From an optimization exercise on the open Yosys and OpenROAD flow, aimed at small area; shortcuts taken in it are not production practice.
Function was checked by simulation only, so behaviour that the tests miss may differ from the original.
Power figures rest on the tool's default switching activity, not on a simulated workload.

Setup of blue:
==> flow/design.v <==
package icache_pkg;
	localparam int BUNDLES = 4;
	localparam int BEAT_W = 2;
	localparam int SETS = 16;
	localparam int SET_W = 4;
	localparam int WAYS = 2;
	localparam int WAY_W = 1;
	localparam int SLOTS = 4;
	localparam int SLOT_W = 2;
	localparam int TAGQ_DEPTH = 16;
	localparam int TAGQ_W = 4;
	localparam int LFSR_W = 17;
	localparam logic [LFSR_W-1:0] LFSR_SEED = 17'h1ACE5;
	typedef logic [31:0] addr_t;
	typedef logic [31:0] word_t;
	typedef logic [BUNDLES*32-1:0] line_data_t;
	typedef logic [23:0] tag_t;
	typedef logic [27:0] line_addr_t;
endpackage
module icache_refill_top (
	input  logic              clk,
	input  logic              rst,
	input  logic              fetch_valid,
	input  icache_pkg::addr_t fetch_addr,
	output logic              fetch_ready,
	output logic              resp_valid,
	output logic              resp_hit,
	output icache_pkg::word_t resp_data,
	output icache_pkg::addr_t araddr,
	output logic [2:0]        arprot,
	output logic              arvalid,
	input  logic              arready,
	input  icache_pkg::word_t rdata,
	input  logic [1:0]        rresp,
	input  logic              rvalid,
	output logic              rready
);
	localparam int SETS = icache_pkg::SETS;
	localparam int ENT_W = 24 + icache_pkg::BUNDLES * 32;
	logic [SETS-1:0] vld0, vld1;
	logic [ENT_W-1:0] row0 [SETS];
	logic [ENT_W-1:0] row1 [SETS];
	logic [1:0] ph;
	logic [SETS-1:0] ld, ld_n;
	logic pol0, pol1, wpol;
	logic [ENT_W-1:0] wr_ent;
	logic lk_valid;
	logic [31:2] lk_addr;
	logic [3:0] lk_set;
	logic [SETS-1:0] set_oh;
	logic [23:0] rtag0, rtag1, x0, x1;
	logic rvld0, rvld1;
	logic hit0, hit1, lk_hit;
	logic [SETS*icache_pkg::BUNDLES-1:0] bsel;
	icache_pkg::word_t rd0, rd1;
	icache_pkg::line_addr_t fq_line [icache_pkg::SLOTS];
	logic [icache_pkg::SLOTS-1:0] busy;
	logic [2:0] wp;      
	logic [2:0] ap;      
	logic [1:0] ar_beat;
	logic [2:0] rp;      
	logic [1:0] r_beat;
	logic dup_hit, alloc;
	logic ar_fire, ar_last, take, complete;
	icache_pkg::word_t lb0, lb1, lb2, lb3, lb0h;
	logic done_q;
	logic [1:0] wr_slot;
	icache_pkg::line_addr_t wr_line;
	logic [3:0] cur_set;
	logic ld_now, ld_next;
	logic [icache_pkg::LFSR_W-1:0] lfsr;
	assign arprot = 3'b100;
	assign rready = 1'b1;
	assign fetch_ready = !done_q;
	always_ff @(posedge clk) begin
		if (rst) begin
			lk_valid <= 1'b0;
		end else begin
			lk_valid <= fetch_valid && !done_q;
		end
	end
	always_ff @(posedge clk) begin
		lk_addr <= fetch_addr[31:2];
		for (int i = 0; i < SETS; i++) begin
			set_oh[i] <= fetch_addr[7:4] == i[3:0];
		end
	end
	assign lk_set = lk_addr[7:4];
	assign pol0 = ph[1];
	assign pol1 = !(ph[1] ^ ph[0]);
	always_comb begin
		rtag0 = '0;
		rtag1 = '0;
		rvld0 = 1'b0;
		rvld1 = 1'b0;
		for (int i = 0; i < SETS; i++) begin
			rtag0 = rtag0 | (row0[i][ENT_W-1 -: 24] & {24{set_oh[i]}});
			rtag1 = rtag1 | (row1[i][ENT_W-1 -: 24] & {24{set_oh[i]}});
			rvld0 = rvld0 | (vld0[i] & set_oh[i]);
			rvld1 = rvld1 | (vld1[i] & set_oh[i]);
		end
	end
	assign x0 = rtag0 ^ lk_addr[31:8];
	assign x1 = rtag1 ^ lk_addr[31:8];
	assign hit0 = rvld0 && (pol0 ? &x0 : !(|x0));
	assign hit1 = rvld1 && (pol1 ? &x1 : !(|x1));
	assign lk_hit = hit0 || hit1;
	always_comb begin
		for (int i = 0; i < SETS * icache_pkg::BUNDLES; i++) begin
			bsel[i] = lk_addr[7:2] == i[5:0];
		end
	end
	always_comb begin
		rd0 = '0;
		rd1 = '0;
		for (int i = 0; i < SETS * icache_pkg::BUNDLES; i++) begin
			rd0 = rd0 | (row0[i / 4][(i % 4)*32 +: 32] & {32{bsel[i]}});
			rd1 = rd1 | (row1[i / 4][(i % 4)*32 +: 32] & {32{bsel[i]}});
		end
	end
	assign resp_valid = lk_valid;
	assign resp_hit = lk_hit;
	assign resp_data = hit1 ? rd1 ^ {32{pol1}} : rd0 ^ {32{pol0}};
	always_comb begin
		dup_hit = 1'b0;
		for (int s = 0; s < icache_pkg::SLOTS; s++) begin
			if (busy[s] && fq_line[s] == lk_addr[31:4]) begin
				dup_hit = 1'b1;
			end
		end
	end
	assign alloc = lk_valid && !lk_hit && !dup_hit && !(&busy);
	always_ff @(posedge clk) begin
		if (alloc) begin
			fq_line[wp[1:0]] <= lk_addr[31:4];
		end
	end
	assign arvalid = ap != wp;
	assign araddr = {fq_line[ap[1:0]], ar_beat, 2'b00};
	assign ar_fire = arvalid && arready;
	assign ar_last = ar_fire && ar_beat == 2'd3;
	assign take = rvalid && {ap, ar_beat} != {rp, r_beat};
	assign complete = take && r_beat == 2'd3;
	assign wr_slot = rp[1:0] - 2'd1;
	always_ff @(posedge clk) begin
		if (rst) begin
			busy <= '0;
			wp <= '0;
			ap <= '0;
			ar_beat <= '0;
			rp <= '0;
			r_beat <= '0;
			done_q <= 1'b0;
			lfsr <= icache_pkg::LFSR_SEED;
		end else begin
			lfsr <= {lfsr[icache_pkg::LFSR_W-2:0], lfsr[icache_pkg::LFSR_W-1] ^ lfsr[icache_pkg::LFSR_W-4]};
			if (done_q) begin
				busy[wr_slot] <= 1'b0;
			end
			if (alloc) begin
				busy[wp[1:0]] <= 1'b1;
				wp <= wp + 3'd1;
			end
			if (ar_fire) begin
				ar_beat <= ar_beat + 2'd1;
			end
			if (ar_last) begin
				ap <= ap + 3'd1;
			end
			if (take) begin
				r_beat <= r_beat + 2'd1;
			end
			if (complete) begin
				rp <= rp + 3'd1;
			end
			done_q <= complete;
		end
	end
	always_ff @(posedge clk) begin
		if (take && r_beat == 2'd0) lb0 <= rdata;
		if (take && r_beat == 2'd1) lb1 <= rdata;
		if (take && r_beat == 2'd2) lb2 <= rdata;
		if (take && r_beat == 2'd3) lb3 <= rdata;
		lb0h <= lb0;
	end
	assign wr_line = fq_line[wr_slot];
	assign cur_set = fq_line[rp[1:0]][3:0];
	assign ld_now = complete && lfsr[0] == ph[0];
	assign ld_next = done_q && lfsr[1] == ph[0];
	always_ff @(posedge clk) begin
		if (rst) begin
			ph <= '0;
			ld <= '0;
			ld_n <= '1;
		end else begin
			ph <= ph + 2'd1;
			for (int s = 0; s < SETS; s++) begin
				ld[s] <= (ld_now && cur_set == s[3:0]) || (ld_next && wr_line[3:0] == s[3:0]);
				ld_n[s] <= !((ld_now && cur_set == s[3:0]) || (ld_next && wr_line[3:0] == s[3:0]));
			end
		end
	end
	assign wpol = !(ph[1] ^ ph[0]);
	assign wr_ent = {wr_line[27:4], lb3, lb2, lb1, lb0h} ^ {ENT_W{wpol}};
	always_ff @(posedge clk) begin
		for (int s = 0; s < SETS; s++) begin
			if (rst) begin
				vld0[s] <= 1'b0;
				vld1[s] <= 1'b0;
			end else begin
				vld0[s] <= ld[s] || vld1[s];
				vld1[s] <= vld0[s];
			end
		end
	end
	always_ff @(posedge clk) begin
		for (int s = 0; s < SETS; s++) begin
			row0[s] <= ~((row1[s] | {ENT_W{ld[s]}}) & (wr_ent | {ENT_W{ld_n[s]}}));
			row1[s] <= row0[s];
		end
	end
endmodule
Settings: LEC_CHECK=0, CAP_MARGIN=20, CORE_MARGIN=2, CORE_UTILIZATION=55, CTS_BUF_LIST=sky130_fd_sc_hd__clkbuf_16, CTS_CLUSTER_DIAMETER=80, CTS_CLUSTER_SIZE=24, SLEW_MARGIN=20; clock period 10.0 ns.
run.sh (not shown) runs the stock make flow with config.mk's settings and CLKGATE_MAP_FILE= SYNTH_SCRIPT=/design/flow/synth_recipe.tcl, a recipe that flattens the netlist after the stock synthesis.
The final layout from blue, which completed every stage, passed the timing, DRC and antenna checks at the end of the flow.
The following lists how green was set up differently from blue:
--- a/flow/design.v
+++ b/flow/design.v
@@ -81,13 +81,15 @@
 	end
 	always_ff @(posedge clk) begin
 		lk_addr <= fetch_addr[31:2];
-		for (int i = 0; i < SETS; i++) begin
-			set_oh[i] <= fetch_addr[7:4] == i[3:0];
-		end
 	end
 	assign lk_set = lk_addr[7:4];
 	assign pol0 = ph[1];
 	assign pol1 = !(ph[1] ^ ph[0]);
+	always_comb begin
+		for (int i = 0; i < SETS; i++) begin
+			set_oh[i] = lk_set == i[3:0];
+		end
+	end
 	always_comb begin
 		rtag0 = '0;
 		rtag1 = '0;
## What came out
- Between green and blue, the power density over the cells is higher for blue.
- green vs. blue: combinational power share picked up an extra 0.6 points, minimum hold slack climbed 0.0035 ns, delay of the slowest cell on the worst path saw a decrease, setup slack of the worst register-to-register path -1.79 ns.
- For green, the capturing element of the worst setup path was resp_data[19], unlike blue, where it was resp_data[5].

[port drivers added, routing unchanged]
The results above use ideal ports. As a check the final layouts listed here were re-extracted and re-timed, cells and wires unchanged. Step 1: set_driving_cell puts a clkbuf_16 on clk and a buf_2 on each other input, an assumption about the parent block. Step 2 adds t to the input delays and takes it off the output delays; t is the mean of the earliest and latest rising clock arrival at the registers after step 1. Input paths then give back, and output paths get back, about the clock's delay inside the block. Three values: ideal, step 1, step 2; two values: the first two.
run | t (ns) | slack for setup (ns) | latest minus earliest clock arrival (ns) | worst register clock-pin slew, ns | cell pins on the clock port's net
blue | 1.100 | 0.723 / 0.603 / 1.703 | 0.059 / 0.058 | 0.10 / 0.10 | 1
green | 1.100 | 0.090 / -0.021 / 1.079 | 0.062 / 0.062 | 0.10 / 0.10 | 1
After both steps setup and hold are still met in every run listed.
